From an optimization exercise on the open Yosys and OpenROAD flow, aimed at small area, a short achievable clock period and few clock cycles per item; shortcuts taken in it are not production practice. Function was checked by simulation only, so behaviour that the tests miss may differ from the original.

==> flow/design.v <==
`default_nettype none
package bcaa_pkg;
    localparam int BATT_W     = 10;
    localparam int ANGLE_W    = 16;
    localparam int CFG_IDX_W  = 1;
    localparam int CFG_DATA_W = 10;
endpackage
`default_nettype wire
`default_nettype none
module battery_compensated_angle_from_adc (
    input  wire logic                  clk,
    input  wire logic                  rst_n,
    input  wire logic                  in_valid,
    output logic                       in_ready,
    input  wire logic [7:0]            in_code_byte0,
    input  wire logic [7:0]            in_code_byte1,
    input  wire logic [7:0]            in_code_byte2,
    input  wire logic [bcaa_pkg::BATT_W-1:0]     in_battery_count,
    input  wire logic                  in_zero_request,
    input  wire logic                  cfg_valid,
    output logic                       cfg_ready,
    input  wire logic [bcaa_pkg::CFG_IDX_W-1:0]  cfg_index,
    input  wire logic [bcaa_pkg::CFG_DATA_W-1:0] cfg_data,
    output logic                       out_valid,
    input  wire logic                  out_ready,
    output logic      [bcaa_pkg::ANGLE_W-1:0]    out_angle_q8,
    output logic                       out_denominator_fault,
    output logic                       out_offset_taken
);
    localparam int K    = 2;                  
    localparam int NC   = (18 + K - 1) / K;   
    localparam int NOPS = K * NC + 1;         
    localparam int CW   = $clog2(NC + 1);
    logic [1:0] mode_reg;
    logic [9:0] knee_reg;
    assign cfg_ready = 1'b1;
    always_ff @(posedge clk or negedge rst_n)
        if (!rst_n) begin
            mode_reg <= 2'd2;
            knee_reg <= 10'd796;
        end else if (cfg_valid) begin
            if (cfg_index == 1'b0) mode_reg <= cfg_data[1:0];
            else                   knee_reg <= cfg_data;
        end
    localparam logic [2:0] F_ACC = 3'd0, F_ABS = 3'd1, F_U = 3'd2, F_X15 = 3'd3, F_X225 = 3'd4,
                           F_RDY = 3'd5;
    logic [2:0]  fstate;
    logic [1:0]  fpos;
    logic [29:0] facc;        
    logic [18:0] fden;        
    logic        fge;         
    logic        flo;         
    logic        fzreq;
    logic        fneg;        
    logic        ftneg;       
    logic        handoff;
    logic [29:0] code_ext;
    logic        s_neg;
    logic        m_ge;
    logic [29:0] alu_x;
    logic [29:0] alu_y;
    logic        alu_c;
    logic [29:0] alu_r;
    logic [22:0] mag;
    logic [22:0] m_val;
    logic [21:0] u_sat;
    always_comb begin
        if (mode_reg == 2'd3)
            code_ext = {{6{in_code_byte0[7]}}, in_code_byte0, in_code_byte1, in_code_byte2};
        else
            code_ext = {{14{in_code_byte0[7]}}, in_code_byte0, in_code_byte1};
        s_neg = facc[25] & ~(&facc[25:1]);
        m_ge  = (|facc[22:13]) | (facc[12] & (facc[11] | facc[10]));
        alu_x = facc;
        alu_y = code_ext;
        alu_c = 1'b0;
        case (fstate)
            F_ACC: begin
                if (fpos == 2'd0) alu_x = '0;
            end
            F_ABS: begin                        
                alu_x = s_neg ? ~facc : facc;
                alu_y = s_neg ? 30'h3FFFFFFF : 30'd2;
            end
            F_U: begin                          
                alu_x = (!fneg && !m_ge) ? ~facc : facc;
                alu_y = fneg ? 30'd5120 : (m_ge ? -30'sd5120 : 30'd5121);
            end
            default: begin                      
                alu_x = facc << 4;
                alu_y = ~facc;
                alu_c = 1'b1;
            end
        endcase
        alu_r = alu_x + alu_y + 30'(alu_c);
        mag = alu_r[24:2];
        case (mode_reg)
            2'd3:    m_val = mag;
            2'd2:    m_val = {mag[20:0], 2'b0};
            2'd1:    m_val = {mag[18:0], 4'b0};
            default: m_val = {mag[16:0], 6'b0};
        endcase
        u_sat = (|alu_r[23:22]) ? 22'h3FFFFF : alu_r[21:0];
    end
    assign in_ready = (fstate == F_ACC);
    always_ff @(posedge clk or negedge rst_n)
        if (!rst_n) begin
            fstate <= F_ACC;
            fpos   <= 2'd0;
        end else begin
            case (fstate)
                F_ACC: if (in_valid) begin
                    fpos <= fpos + 2'd1;
                    if (fpos == 2'd3) fstate <= F_ABS;
                end
                F_ABS:  fstate <= F_U;
                F_U:    fstate <= F_X15;
                F_X15:  fstate <= F_X225;
                F_X225: fstate <= F_RDY;
                default: if (handoff) fstate <= F_ACC;
            endcase
        end
    always_ff @(posedge clk) begin
        case (fstate)
            F_ACC: if (in_valid) begin
                facc  <= alu_r;
                fzreq <= in_zero_request;
                if (fpos == 2'd0) begin
                    fden <= 19'(in_battery_count);
                    fge  <= (in_battery_count >= knee_reg);
                    flo  <= (in_battery_count < 10'd59);
                end
            end
            F_ABS: begin
                facc <= 30'(m_val);
                fneg <= s_neg;
                fden <= (19'(fden[9:0]) << 9) - (19'(fden[9:0]) << 7) - 19'(fden[9:0]);
            end
            F_U: begin
                facc  <= 30'(u_sat);
                ftneg <= fneg | ~m_ge;
            end
            F_X15, F_X225: facc <= alu_r;
            default: ;
        endcase
    end
    logic          dbusy;
    logic [CW-1:0] dcnt;
    logic [23:0]   drem;
    logic [NOPS-1:0] dquo;     
    logic [23:0]   dden;
    logic          dsgn;
    logic          dzreq;
    logic          dfault;
    logic          out_valid_reg;
    logic          out_free;
    logic          dfinal;
    logic          dcan_load;
    logic [23:0]   den_calc;
    assign out_free  = !out_valid_reg || out_ready;
    assign dfinal    = dbusy && (dcnt == CW'(NC));
    assign dcan_load = !dbusy || (dfinal && out_free);
    assign handoff   = (fstate == F_RDY) && dcan_load;
    always_comb
        den_calc = fge ? 24'd9420800 : 24'((24'(fden) << 5) + 24'(fden) - 24'd737280);
    logic [23:0]     rs [0:K];
    logic [NOPS-1:0] qs [0:K];
    always_comb begin
        rs[0] = drem;
        qs[0] = dquo;
        for (int i = 0; i < K; i++) begin
            logic [24:0] t;
            logic [25:0] d;
            t = {rs[i], qs[i][NOPS-1]};
            d = {1'b0, t} - {2'b0, dden};
            if (!d[25]) begin
                rs[i+1] = d[23:0];
                qs[i+1] = {qs[i][NOPS-2:0], 1'b1};
            end else begin
                rs[i+1] = t[23:0];
                qs[i+1] = {qs[i][NOPS-2:0], 1'b0};
            end
        end
    end
    logic [NOPS-1:0] q_all;
    logic [17:0]     q_sat;
    always_comb begin
        q_all = qs[1];
        q_sat = (|q_all[NOPS-1:18]) ? 18'h3FFFF : q_all[17:0];
    end
    logic [17:0]  oq;
    logic         osgn;
    logic         ofault;
    logic         otaken;
    logic         ofs_pos;
    logic [17:0]  ofs_mag;
    always_ff @(posedge clk or negedge rst_n)
        if (!rst_n) begin
            dbusy         <= 1'b0;
            dcnt          <= '0;
            out_valid_reg <= 1'b0;
            ofs_pos       <= 1'b1;
            ofs_mag       <= '0;
        end else begin
            if (handoff) begin
                dbusy <= 1'b1;
                dcnt  <= '0;
            end else if (dfinal) begin
                if (out_free) dbusy <= 1'b0;
            end else if (dbusy) begin
                dcnt <= dcnt + 1'b1;
            end
            if (out_valid_reg && out_ready && otaken) begin
                ofs_pos <= osgn;
                if (osgn)
                    ofs_mag <= oq[17] ? 18'd131071 : oq;
                else
                    ofs_mag <= (oq[17] && (|oq[16:0])) ? 18'd131072 : oq;
            end
            if (dfinal && out_free)
                out_valid_reg <= 1'b1;
            else if (out_ready)
                out_valid_reg <= 1'b0;
        end
    always_ff @(posedge clk) begin
        if (handoff) begin
            drem   <= facc[29:6];
            dquo   <= {facc[5:0], 13'b0};
            dden   <= den_calc;
            dsgn   <= ftneg;
            dzreq  <= fzreq;
            dfault <= !fge && flo;
        end else if (dbusy && !dfinal) begin
            drem <= rs[K];
            dquo <= qs[K];
        end
        if (dfinal && out_free) begin
            oq     <= q_sat;
            osgn   <= dsgn;
            ofault <= dfault;
            otaken <= !dfault && dzreq;
        end
    end
    logic [20:0] ang_s;
    logic [19:0] ang;
    always_comb begin
        ang_s = {{2'b0, ofs_mag} ^ {20{~ofs_pos}}, 1'b1} + {{2'b0, oq} ^ {20{osgn}}, (~ofs_pos | osgn)};
        ang   = ang_s[20:1];
        if (ofault || (!ofs_pos && osgn) || ang[19])
            out_angle_q8 = 16'd0;
        else if (|ang[18:16])
            out_angle_q8 = 16'hFFFF;
        else
            out_angle_q8 = ang[15:0];
    end
    assign out_valid             = out_valid_reg;
    assign out_denominator_fault = ofault;
    assign out_offset_taken      = otaken;
endmodule
`default_nettype wire
==> flow/run.sh <==
#!/bin/bash
# synth_recipe.tcl (not shown) runs the flow's synth.tcl, then flattens the netlist and writes it again
# the make line also repeats each setting of config.mk as NAME=value (left out here)
make -C /OpenROAD-flow-scripts/flow DESIGN_CONFIG=/design/flow/config.mk WORK_HOME=/design/flow/orfs CLKGATE_MAP_FILE= SYNTH_SCRIPT=/design/flow/synth_recipe.tcl finish
==> flow/config.mk <==
export PLATFORM = sky130hd
export DESIGN_NAME = battery_compensated_angle_from_adc
export DESIGN_NICKNAME = battery_compensated_angle_from_adc
export VERILOG_FILES = /design/flow/design.v
export SDC_FILE = /design/flow/constraint.sdc
export NUM_CORES = 4
export LEC_CHECK = 0
export CAP_MARGIN = 20
export CORE_MARGIN = 2
export CORE_UTILIZATION = 40
export SETUP_SLACK_MARGIN = 3
export SLEW_MARGIN = 20
==> flow/constraint.sdc <==
create_clock -name core_clock -period 7.5 [get_ports {clk}]
set_input_delay 1.5000 -clock core_clock [delete_from_list [all_inputs] [get_ports {clk}]]
set_output_delay 1.5000 -clock core_clock [all_outputs]
set_load 0.01 [all_outputs]
==> flow_summary.ini, run 1 <==
[setup_path]
start_kind = flip-flop
path_buf_inv = 4
max_stage_delay_ns = 0.70
critPathArrivalTime_ns = 3.93
worstSetupPathType = reg -> out
reg2regPathDepth = 22
regToRegSetupSlack_ns = 2.29
required_ns = 6.00
reg2reg_from = drem[9]
slowest_stage = dfstp_4
crit_chain = xnor2_4 > buf_4 > fa_1 > a211oi_2 > nor2_1 > nor2_2 > a21oi_4 > and4_4 > nor3_4 > o41ai_4 > buf_4 > nor3_4 > a31oi_4 > buf_16 > o31a_1 > buf_2
critPathMaxFanout = 8
crit_family = simple AND/OR/NAND/NOR gates
r2r_end = drem[0]
cp-end-kind = output pin

[logic_synthesis]
synthCells = 1904
async_reset_ff_share_pct = 22.5
syn_avg_cell_area_um2 = 8.75
synth_warnings = 3
synth_area_um2 = 16700
synth_flop_cell = edfxtp_1
synth_nets = 2132
synth_edf_count = 132
synth_cell_types = 87
synth_seq_cells = 187
ys_seq_area_share_pct = 31.7

[clocking]
cts_made_buffers = 17
numClockSinks = 187
root_buffer = clkbuf_16
cts_tree = done
insertion_delay_ns = 0.45
path_clk_slew_ns = 0.08
cts_max_level = 4
clockBufferDepth = 2

[timing]
setup_viol = 0
final.setup.tns_ns = 0
slew_violations = 0
tightest_slew_ns = 0.985
maxSlewHeadroom_pct = 34.3
setup_ws_ns = 2.07
hold_viol_final = 0
min_period_over_period_pct = 72.5
fmax_mhz = 184
finalClockSkew_ns = 0.00898
rsz0062_at_grt = yes
post-route-min-period_ns = 5.43

[detailed_routing]
avgRoutedWirePerCell_um = 19.2
drt_iter0_drc = 1159
drt-vias-per-instance = 5.76
num_vias = 15199
postRouteWirelength_um = 50600
drc_errors = 0
drt_pass1_iterations = 5
final_antenna_net_count = 0

[job]
maxCapViolCount = 0

[floorplan]
floorplan.io_pins = 72
die_area_um2 = 43300
coreArea_um2 = 41000
die_width_um = 208
start_util_pct = 40.6
die_y_um = 208
rows = 74

[cells_and_area]
num_antenna_cells = 0
largest_register_ffs = 30
drive_above_1_share_pct = 22.2
reg_top3 = facc x30, dden x24, drem x24
num-nets-final = 2321
largest_register = facc
final_util_pct = 51.1
final_cells = 2638
syn_to_final_growth_pct = 25.7

[grt]
grtUsageTotal_pct = 22.9
grt_pass1_wl_um = 79700
grt_overflow = 0
antenna_found_initial = 0
grt_max_degree = 55
grt_pass1_vias = 15065

[placement]
dp_hpwl_um = 35200
pre_cts_slack_ns = 1.52
place_inst = 2466
place.gp.congestion = 1.01
port_buffers = 70

[hold_path]
min_path_type = reg -> reg
worst_hold_startpoint = dfault
holdPathEnd = ofault
min_path_cells = 0

[status]
status = timing/DRC/antenna clean
cells by family (layout without fill, tap and decap cells):
logic type               after synthesis  in the layout  synth area share (%)
AO/OA/AOI/OAI                        563            563                  22.5
XOR/XNOR                             148            148                  7.87
adder cells (fa/ha/maj)              177            177                  13.6
buffers and inverters                179            380                  4.31
flip-flops                           187            187                  31.7
multiplexers                          61             61                  3.90
other                                  1              1                0.0225
AND/OR/NAND/NOR                      588            589                  16.0
cell usage after synthesis, drive strengths merged (12+ instances only):
master	count	area, um2
a211oi	16	120
a21o	33	248
a21oi	166	835
a31oi	15	109
and3	14	87.6
buf	14	98.8
clkbuf	51	191
dfrtp	35	876
dfxtp	13	260
edfxtp	132	3960
ha	170	2130
inv	111	417
mux2	31	349
mux2i	30	300
nand2	226	848
nand2b	21	131
nand3	24	120
nand4	12	75.1
nor2	164	616
nor2b	30	188
nor3	34	191
o211ai	14	110
o21a	31	233
o21ai	148	756
o21bai	13	97.6
o31a	22	193
or2	23	144
xnor2	83	742
xor2	65	569
worst max path at each step:
stage                     startpoint          endpoint  slack [ns]  cells after the start
final                        ofs_pos   out_angle_q8[0]        2.07                     16
after global placement          osgn   out_angle_q8[2]        1.73                     15
after CTS                       osgn   out_angle_q8[0]        1.87                     15
after global routing         ofs_pos   out_angle_q8[0]        1.91                     16
after floorplan                 osgn  out_angle_q8[10]        2.65                     15
after detailed placement        osgn  out_angle_q8[10]        1.52                     15
per-layer routing:
| layer | global-route usage (%) | vias to the layer above | routed length (um) |
|---|---|---|---|
| li1 | - | 7297 | - |
| met5 | 0 | - | 0 |
| met3 | 3.12 | 141 | 2960 |
| met2 | 38.5 | 544 | 23600 |
| met1 | 29.5 | 7217 | 22000 |
| met4 | 9.90 | 0 | 2090 |
timing repair:
item                                    4_1_cts  5_1_grt
pin swaps                                    67       59
endpoints found under the setup margin       71       71
hold buffers                                  0        0
setup buffers                                92       39
gates resized for setup                     221       77
cloned                                        9        0
worst reg2reg max path, stage by stage (launching register included):
cell	delay, ns
edfxtp_1	0.46
ha_4	0.32
nand4_1	0.17
nor2_2	0.23
nand2_2	0.11
a21oi_4	0.17
o2111ai_2	0.15
a31oi_4	0.27
buf_6	0.17
buf_6	0.10
mux2_4	0.31
ha_4	0.18
a2111oi_4	0.38
o21ai_2	0.10
a221oi_2	0.21
inv_1	0.09
a32oi_2	0.23
o21ai_2	0.09
o41a_1	0.37
a21o_4	0.30
buf_12	0.17
mux2i_1	0.12
mux2_4	0.26
final cells by class:
class                   instances  area, um2
flip-flops and latches        187       5290
repair buffers                234       2120
clock inverters                15        199
clock buffers                  17        425
well taps                     532        666
multi-input cells            1539      11800
inverters                     114        439
fillers                      3740      20100
through the flow:
stage,hold WS [ns],instance area (um2)
6_report,0.454,21000
5_1_grt,0.476,21000
4_1_cts,0.456,20300
3_5_place_dp,0.440,18100
3_3_place_gp,0.441,18100
2_1_floorplan,0.400,16900
cell usage in the layout (no fill, tap or decap), types with 12 or more instances in the layout:
master,count
buf_6,22
or2_2,22
edfxtp_1,132
mux2_2,27
nand4_1,12
xnor2_1,74
nor3_1,29
dfxtp_1,13
mux2i_1,24
buf_4,127
o31a_1,22
ha_4,25
nor2_1,151
nand2b_1,19
inv_1,101
o21bai_1,12
nor2b_1,27
nand2_2,15
buf_2,18
clkdlybuf4s50_1,50
ha_1,140
clkbuf_16,17
a21oi_2,13
a211oi_1,14
o21a_1,30
o211ai_1,13
nand2_1,207
nand3_1,19
and3_1,13
a21o_1,32
a21oi_1,147
dfrtp_1,32
o21ai_1,15
xor2_1,63
o21ai_0,120
Testbench counts, summed over its fixed seeds: cycles 16,080, items 1,600.
==> run 2, diff against run 1 <==
--- a/flow/config.mk
+++ b/flow/config.mk
@@ -9,4 +9,4 @@
 export CORE_MARGIN = 2
 export CORE_UTILIZATION = 40
-export SETUP_SLACK_MARGIN = 3
+export SETUP_SLACK_MARGIN = 2
 export SLEW_MARGIN = 20
==> flow_summary.ini, run 2 <==
[logic_synthesis]
synth_most_common_cell = nand2_1
synth_flop_cell = edfxtp_1
synth_warnings = 3
synth_edf_count = 132
netlist_top_cells_area = edfxtp_1 (24%), ha_1 (13%), dfrtp_1 (5.3%), nand2_1 (5.1%), a21oi_1 (5.0%)
synth_nets = 2132
yosys-top-cells-count = nand2_1 (226), ha_1 (170), a21oi_1 (165)
async_reset_ff_share_pct = 22.5
syn_avg_cell_area_um2 = 8.75
synth_seq_cells = 187
yosys.area.top_type_share_pct = 23.8
synth_cell_types = 87
ys_seq_area_share_pct = 31.7
synth_top_cell_by_area = edfxtp_1
synthCells = 1904
synth_area_um2 = 16700

[timing]
maxSlewHeadroom_pct = 35.3
setup_ws_ns = 2.11
hold_viol_final = 0
tightest_slew_ns = 0.969
post-route-min-period_ns = 5.39
finalClockSkew_ns = 0.0123
final.setup.tns_ns = 0
fmax_mhz = 186
min_period_over_period_pct = 71.8
rsz0062_at_grt = yes
slew_violations = 0
setup_viol = 0
hold_ws_ns = 0.443

[grt]
grt_overflow = 0
grtUsageTotal_pct = 21.2
grt_pass1_vias = 13915
grt_pass1_wl_um = 73700
antenna_found_initial = 0
grt_max_degree = 55

[detailed_routing]
postRouteWirelength_um = 46800
drc_errors = 0
drt-vias-per-instance = 5.65
num_vias = 14439
final_antenna_net_count = 0
drt_pass1_iterations = 6
avgRoutedWirePerCell_um = 18.3
drt_iter0_drc = 977

[floorplan]
coreArea_um2 = 41000
die_width_um = 208
floorplan.io_pins = 72
rows = 74
die_area_um2 = 43300
die_y_um = 208
start_util_pct = 40.6

[setup_path]
critPathArrivalTime_ns = 3.89
max_stage_delay_ns = 0.51
worstSetupPathType = reg -> out
start_kind = flip-flop
required_ns = 6.00
slowest_stage = edfxtp_1
cp_common_cell = o31a_1
crit_chain = xor2_2 > ha_1 > nor2b_4 > o31a_1 > o31a_1 > a2111oi_4 > o21ai_2 > o21ai_2 > a31oi_2 > xnor2_2 > a31oi_4 > buf_6 > o31a_1 > buf_2
cp-end-kind = output pin
critPathMaxFanout = 5
regToRegSetupSlack_ns = 2.20

[job]
maxCapViolCount = 0

[placement]
place.gp.congestion = 0.909
pre_cts_slack_ns = 1.53
port_buffers = 70
dp_hpwl_um = 35500

[cells_and_area]
num-nets-final = 2237
syn_to_final_growth_pct = 15.9
mostFrequentLayoutCells = nand2_1 (225), ha_1 (160), a21oi_1 (158), nor2_1 (156), edfxtp_1 (132)
largest_register_ffs = 30
final_common_cell = nand2_1
drive_above_1_share_pct = 13.7
final_util_pct = 47.1
reg_top3 = facc x30, dden x24, drem x24
num_antenna_cells = 0
largest_register = facc

[clocking]
numClockSinks = 187
cts_max_level = 4
path_clk_slew_ns = 0.08
cts_tree = done
insertion_delay_ns = 0.45
clockBufferDepth = 2
root_buffer = clkbuf_16
hold_buffers = 0
cts_made_buffers = 17

[status]
status = timing/DRC/antenna clean

[hold_path]
min_path_type = reg -> reg
run 2: cell types whose count changed in the layout (fill, tap and decap cells not counted), moves of 11 or more:
cell     before  now
nand2_2      15    1
nand2_1     207  225
a21oi_1     147  158
ha_4         25    6
ha_1        140  160
buf_4       127   63
run 2: layer usage:
layer	track usage [%]	share of wire, %	up-vias	wire, um
met3	2.91	4.6	76	2150
met4	7.79	2.7	0	1260
li1	-	-	7108	-
met2	35.4	48	391	22300
met1	28.0	45	6864	21100
met5	0	0	-	0
run 2: kinds of logic (layout without fill, tap and decap cells):
group | count (synthesis) | in the layout | synth area share [%]
simple gates | 588 | 588 | 16.0
compound gates | 563 | 563 | 22.5
xor+xnor | 148 | 148 | 7.87
mux | 61 | 61 | 3.90
other cells | 1 | 1 | 0.0225
flops | 187 | 187 | 31.7
fa+ha+maj | 177 | 177 | 13.6
buf+inv | 179 | 297 | 4.31
run 2: cell type report:
cell class | instances | area [um2]
clock buffer | 17 | 425
clock inverter | 15 | 194
fill | 3939 | 21700
inverter | 114 | 428
multi-input combinational | 1538 | 11000
sequential | 187 | 5290
tap | 532 | 666
timing repair buffer | 151 | 1310
run 2: through the flow:
stage	cells	instance area [um2]
final	2554	19300
after floorplan	1904	16700
after global placement	2466	17900
after detailed placement	2466	17900
after global routing	2554	19300
after CTS	2518	18800
run 2: path summary, 6_finish.rpt:
check / start / to / cells after the start
max reg2reg: facc[13] / facc[22] / 20
min in group asynchronous: rst_n / ofs_mag[9] / 2
max in group asynchronous: rst_n / knee_reg[6] / 2
min: ftneg / dsgn / 0
min reg2reg: ftneg / dsgn / 0
max: osgn / out_angle_q8[14] / 14
run 2: timing repair:
action	4_1_cts	5_1_grt
buffers inserted	19	35
gates resized for setup	88	56
cloned	1	1
setup endpoints to repair	29	63
pin swaps	27	31
run 2: critical path, delay by kind of cell (launching register included):
family	cells	cell delay, ns
AOI/OAI and AO/OA	8	1.75
DFF	1	0.51
xor gates and xnor gates	2	0.49
buffers and inverters	2	0.29
adders and majority gates	1	0.27
and+or+nand+nor	1	0.13
==> run 3, diff against run 2 <==
--- a/flow/config.mk
+++ b/flow/config.mk
@@ -9,4 +9,3 @@
 export CORE_MARGIN = 2
 export CORE_UTILIZATION = 40
-export SETUP_SLACK_MARGIN = 2
 export SLEW_MARGIN = 20
==> flow_summary.ini, run 3 <==
[detailed_routing]
routed-wl-met2_um = 21000
met1_length_um = 20900
num_vias = 14059
met3_wirelength_um = 2040
drt_pass1_iterations = 5
drc_errors = 0
drt_iter0_drc = 878
drt-vias-per-instance = 5.63
routed.top_layer = met4
final_antenna_net_count = 0
avgRoutedWirePerCell_um = 18.1
postRouteWirelength_um = 45300

[setup_path]
critPathMaxFanout = 19
path_buf_inv = 3
slowest_stage = edfxtp_1
required_ns = 6.00
crit_family = compound AO/OA/AOI/OAI gates
crit_chain = inv_1 > ha_1 > inv_1 > fa_1 > a211oi_1 > nor2_1 > nor2_1 > a21oi_2 > and4_1 > nor3_2 > o41ai_4 > a21oi_1 > nor3_4 > o31a_1 > clkdlybuf4s50_1
cp-end-kind = output pin
worstSetupPathType = reg -> out
critPathArrivalTime_ns = 4.92
max_stage_delay_ns = 0.90
start_kind = flip-flop

[placement]
dp_hpwl_um = 35500
place.gp.congestion = 0.909
port_buffers = 70

[timing]
maxSlewHeadroom_pct = 34.0
hold_ws_ns = 0.445
post-route-min-period_ns = 6.42
rsz0062_at_grt = no
tightest_slew_ns = 0.989
min_period_over_period_pct = 85.5
finalClockSkew_ns = 0.0125
slew_violations = 0
fmax_mhz = 156
hold_viol_final = 0
setup_viol = 0
final.setup.tns_ns = 0

[status]
status = timing/DRC/antenna clean

[logic_synthesis]
synth_top_cell_by_area = edfxtp_1
netlist_top_cells_area = edfxtp_1 (24%), ha_1 (13%), dfrtp_1 (5.3%), nand2_1 (5.1%), a21oi_1 (5.0%)
synth_seq_cells = 187
synth_nets = 2132
synth_warnings = 3
synth_most_common_cell = nand2_1
synth_edf_count = 132
synthCells = 1904
synth_area_um2 = 16700
async_reset_ff_share_pct = 22.5
ys_seq_area_share_pct = 31.7
yosys.area.top_type_share_pct = 23.8
synth_cell_types = 87
syn_avg_cell_area_um2 = 8.75
synth_flop_cell = edfxtp_1
yosys-top-cells-count = nand2_1 (226), ha_1 (170), a21oi_1 (165)

[grt]
grtUsageTotal_pct = 21.0
grt_pass1_vias = 13798
grt_pass1_wl_um = 73000
antenna_found_initial = 0
grt_max_degree = 55
grt_overflow = 0

[cells_and_area]
num_antenna_cells = 0
largest_register = facc
num-nets-final = 2181
final_common_cell = nand2_1
reg_top3 = facc x30, dden x24, drem x24
drive_above_1_share_pct = 8.04
largest_register_ffs = 30
mostFrequentLayoutCells = nand2_1 (226), ha_1 (170), a21oi_1 (165), nor2_1 (162), edfxtp_1 (132)
syn_to_final_growth_pct = 11.5

[clocking]
cts_setup_buffers = 0
root_buffer = clkbuf_16
numClockSinks = 187
cts_resized = 0
hold_buffers = 0
cts_tree = done
cts_max_level = 4
path_clk_slew_ns = 0.08
cts_made_buffers = 17
clockBufferDepth = 2
insertion_delay_ns = 0.45

[floorplan]
floorplan.io_pins = 72
die_y_um = 208
coreArea_um2 = 41000
die_width_um = 208
die_area_um2 = 43300
start_util_pct = 40.6
rows = 74

[hold_path]
min_path_type = reg -> reg

[job]
maxCapViolCount = 0
==> run 3: cell type report <==
| class | instances | area, um2 |
|---|---|---|
| Timing Repair Buffer | 95 | 883 |
| Sequential cell | 187 | 5280 |
| Fill cell | 4010 | 22400 |
| Clock buffer | 17 | 425 |
| Inverter | 114 | 428 |
| Tap cell | 532 | 666 |
| Multi-Input combinational cell | 1538 | 10700 |
| Clock inverter | 15 | 194 |
==> run 3: metal layers <==
metal,global-route usage [%],vias up
met2,34.6,371
li1,-,7008
met1,27.9,6599
met3,2.90,81
met5,0,-
met4,7.81,0
==> run 3: kinds of logic (layout without fill, tap and decap cells) <==
family,after synthesis,after routing,share of synthesized area [%]
AND/OR/NAND/NOR,588,588,16.0
AO/OA/AOI/OAI,563,563,22.5
flip-flops,187,187,31.7
buffers and inverters,179,241,4.31
adder cells (fa/ha/maj),177,177,13.6
XOR/XNOR,148,148,7.87
multiplexers,61,61,3.90
other,1,1,0.0225
==> run 3: final timing paths <==
kind	startpoint	end	depth (start not counted)	slack, ns
max in group asynchronous	rst_n	knee_reg[6]	2	5.94
hold / removal	ftneg	dsgn	0	0.45
hold reg to reg	ftneg	dsgn	0	0.45
min in group asynchronous	rst_n	ofs_mag[9]	2	1.12
setup reg to reg	drem[1]	drem[0]	21	1.65
setup / recovery	osgn	out_angle_q8[3]	15	1.08
==> run 3: through the flow <==
step	worst slack [ns]	instances	cell area (um2)	util [%]
2_1_floorplan	2.14	1904	16700	-
3_3_place_gp	1.73	2466	17900	43.8
3_5_place_dp	1.53	2466	17900	43.8
4_1_cts	1.01	2498	18600	45.3
5_1_grt	0.635	2498	18600	45.3
6_report	1.08	2498	18600	45.3

==> port drivers added, routing unchanged <==
The results above use ideal ports. As a check the final layouts listed here were re-extracted and re-timed, cells and wires unchanged.
Step 1 sets driving cells, clkbuf_16 on the clock port and buf_2 on the other inputs (assumed; they add their load-dependent delay and slew).
Step 2 also shifts input and output timing later by t, the mid clock arrival at the registers, as if the neighbouring blocks saw the same clock.
Three values: ideal ports, drivers, drivers and shift; two values: the first two.
run | t (ns) | setup WS [ns] | worst hold slack (ns) | worst setup path after step 2
run 1 | 0.498 | 2.065 / 2.014 / 2.290 | 0.454 / 0.454 / 0.454 | register to register
run 2 | 0.495 | 2.114 / 2.062 / 1.783 | 0.443 / 0.443 / 0.443 | input to register
run 3 | 0.495 | 1.085 / 1.034 / 1.530 | 0.445 / 0.445 / 0.445 | register to output
After both steps every run listed still meets setup and hold. For run 2, which loses most, drivers alone change the setup slack by -0.052 ns; drivers and shift together by -0.331 ns.
